What follows belongs to an exercise in optimizing a design on an open flow for a short achievable clock period and few clock cycles; a production flow would make more cautious choices.
In this exercise RTL edits were held to simulation tests only and were not proved equivalent to the original.
The clock port is modelled as an ideal driver; clocking choices that lean on that would not hold on a real chip.
Power is estimated from default activity; no workload was simulated.

// pipeCpu
module pipeCpu (
  input  logic                  clk,
  input  logic                  rstN,
  input  logic                  imemWrEn,     
  input  pipeCpuPkg::imemAddr_t imemWrAddr,
  input  pipeCpuPkg::word_t     imemWrData,
  output pipeCpuPkg::word_t     pc,
  output logic                  hlt,
  output logic                  wbEn,         
  output pipeCpuPkg::regAddr_t  wbAddr,
  output pipeCpuPkg::word_t     wbData
);
Size: about 18000 cells after synthesis, about 9000 flip-flops, roughly 65 I/O pins, ~0.36 sq mm of cells after synthesis.
clock: 8.0 ns
lec_check: 0
cap_margin: 20
core_margin: 2
core_utilization: 55
place_density: 0.7
setup_slack_margin: 4.8
slew_margin: 20
tns_end_percent: 5
standard.sh (not shown) runs the stock make flow with config.mk's settings and CLKGATE_MAP_FILE= SYNTH_SCRIPT=/design/flow/synth_recipe.tcl, a recipe that flattens the netlist after the stock synthesis.
==> flow/flow/run.sh <==
#!/bin/bash
# Own layout flow: the standard flow (standard.sh, unchanged synthesis)
# with two changes to how the layout is optimised:
#  - the port buffers use a plain buffer cell instead of the delay cell
#    buffer_ports picks by default;
#  - after placement, before clock tree synthesis, a full setup repair with
#    placement parasitics (post_resize.tcl).
set -euo pipefail
export BUFFER_PORTS_ARGS="-buffer_cell sky130_fd_sc_hd__buf_4"
export POST_RESIZE_TCL="$(pwd)/flow/post_resize.tcl"
bash standard.sh > standard_flow.log 2>&1
==> flow/flow/post_resize.tcl <==
# Setup repair after placement (ideal clocks, placement parasitics)
repair_timing -setup -setup_margin $::env(SETUP_SLACK_MARGIN) -repair_tns 10 -verbose
The first run failed in 3_4_place_resized.
Testbench counts at the start, summed over its fixed seeds: cycles 11,338.
Rerun with:
==> flow/flow/run.sh (replaced) <==
#!/bin/bash
# Own layout flow: the standard flow (standard.sh, unchanged synthesis)
# with these changes to how the layout is optimised:
#  - the port buffers use a plain buffer cell instead of the delay cell
#    buffer_ports picks by default;
#  - after placement, before clock tree synthesis, a full setup repair with
#    placement parasitics (post_resize.tcl);
#  - after clock tree synthesis, a second setup repair free to change cell
#    sizes, then legalisation (post_cts.tcl).
set -euo pipefail
export BUFFER_PORTS_ARGS="-buffer_cell sky130_fd_sc_hd__buf_4"
export POST_RESIZE_TCL="$(pwd)/flow/post_resize.tcl"
export POST_CTS_TCL="$(pwd)/flow/post_cts.tcl"
bash standard.sh > standard_flow.log 2>&1
==> flow/flow/post_cts.tcl (new file) <==
# Setup repair after clock tree synthesis (propagated clocks, placement
# parasitics), sizing not limited to same-footprint cells, then legalise
estimate_parasitics -placement
repair_timing -setup -setup_margin 4.8 -repair_tns 5 -verbose
detailed_placement
check_placement -verbose
==> flow/flow/post_resize.tcl (replaced) <==
# Setup repair after placement (ideal clocks, placement parasitics)
repair_timing -setup -setup_margin 4.8 -repair_tns 10 -verbose
Settings changed: CTS_CLUSTER_DIAMETER set to 100, CTS_CLUSTER_SIZE set to 20.
=>
- With this change the flow produced a clean layout
- synthesized area is unchanged
- synthesized cell count does not change
Rerun with:
==> flow/flow/run.sh (replaced) <==
#!/bin/bash
# Own layout flow: the standard flow (standard.sh, unchanged synthesis)
# with two changes to how the layout is optimised:
#  - the port buffers use a plain buffer cell instead of the delay cell
#    buffer_ports picks by default;
#  - after placement, before clock tree synthesis, a full setup repair with
#    placement parasitics (post_resize.tcl).
set -euo pipefail
export BUFFER_PORTS_ARGS="-buffer_cell sky130_fd_sc_hd__buf_4"
export POST_RESIZE_TCL="$(pwd)/flow/post_resize.tcl"
bash standard.sh > standard_flow.log 2>&1
Settings changed: CTS_CLUSTER_DIAMETER 100 to unset, CTS_CLUSTER_SIZE 20 to unset.
removed: flow/flow/post_cts.tcl
The new run ran to the end with no violations.
Routed wire length is higher by 2.1%.
Flip-flop and latch count is unchanged.
Area after synthesis does not change.
Total power is higher by 9.8%.
Count of clock-buffer cells in the layout is higher by 378.
Sequential power barely changes.
Die area does not change.
Worst setup slack is worse by 90 ps.
Clock skew is higher by 25 ps.
Combinational power hardly moves.
Register-to-register slack is worse by 90 ps.

## what the ideal ports hide
The results above use ideal ports. As a check the final layouts listed here were re-extracted and re-timed, cells and wires unchanged.
Step 1 (the two cells are an assumption about what drives the block):
set clk [get_ports {clk}]
set_driving_cell -lib_cell sky130_fd_sc_hd__clkbuf_16 $clk
set_driving_cell -lib_cell sky130_fd_sc_hd__buf_2 [delete_from_list [all_inputs] $clk]
Step 2, shift: input delay + t, output delay - t, t = (earliest + latest rising clock arrival at the registers) / 2. This alone moves slack from input paths to output paths.
Slacks: no drivers / after step 1 / after step 2; pairs: no drivers / after step 1.
| run | shift t [ns] | slack for setup (ns) | worst setup path at the end | pins driven straight from the clock port |
|---|---|---|---|---|
| the second run | 1.222 | 4.390 / 4.390 / 4.043 | input to register | 1 |
| the third run | 1.288 | 4.300 / 4.300 / 4.009 | input to register | 1 |
After both steps every run listed still meets setup and hold. The setup slack of the second run, which loses most, moves by 0.000 ns with the drivers and by -0.347 ns with both steps.
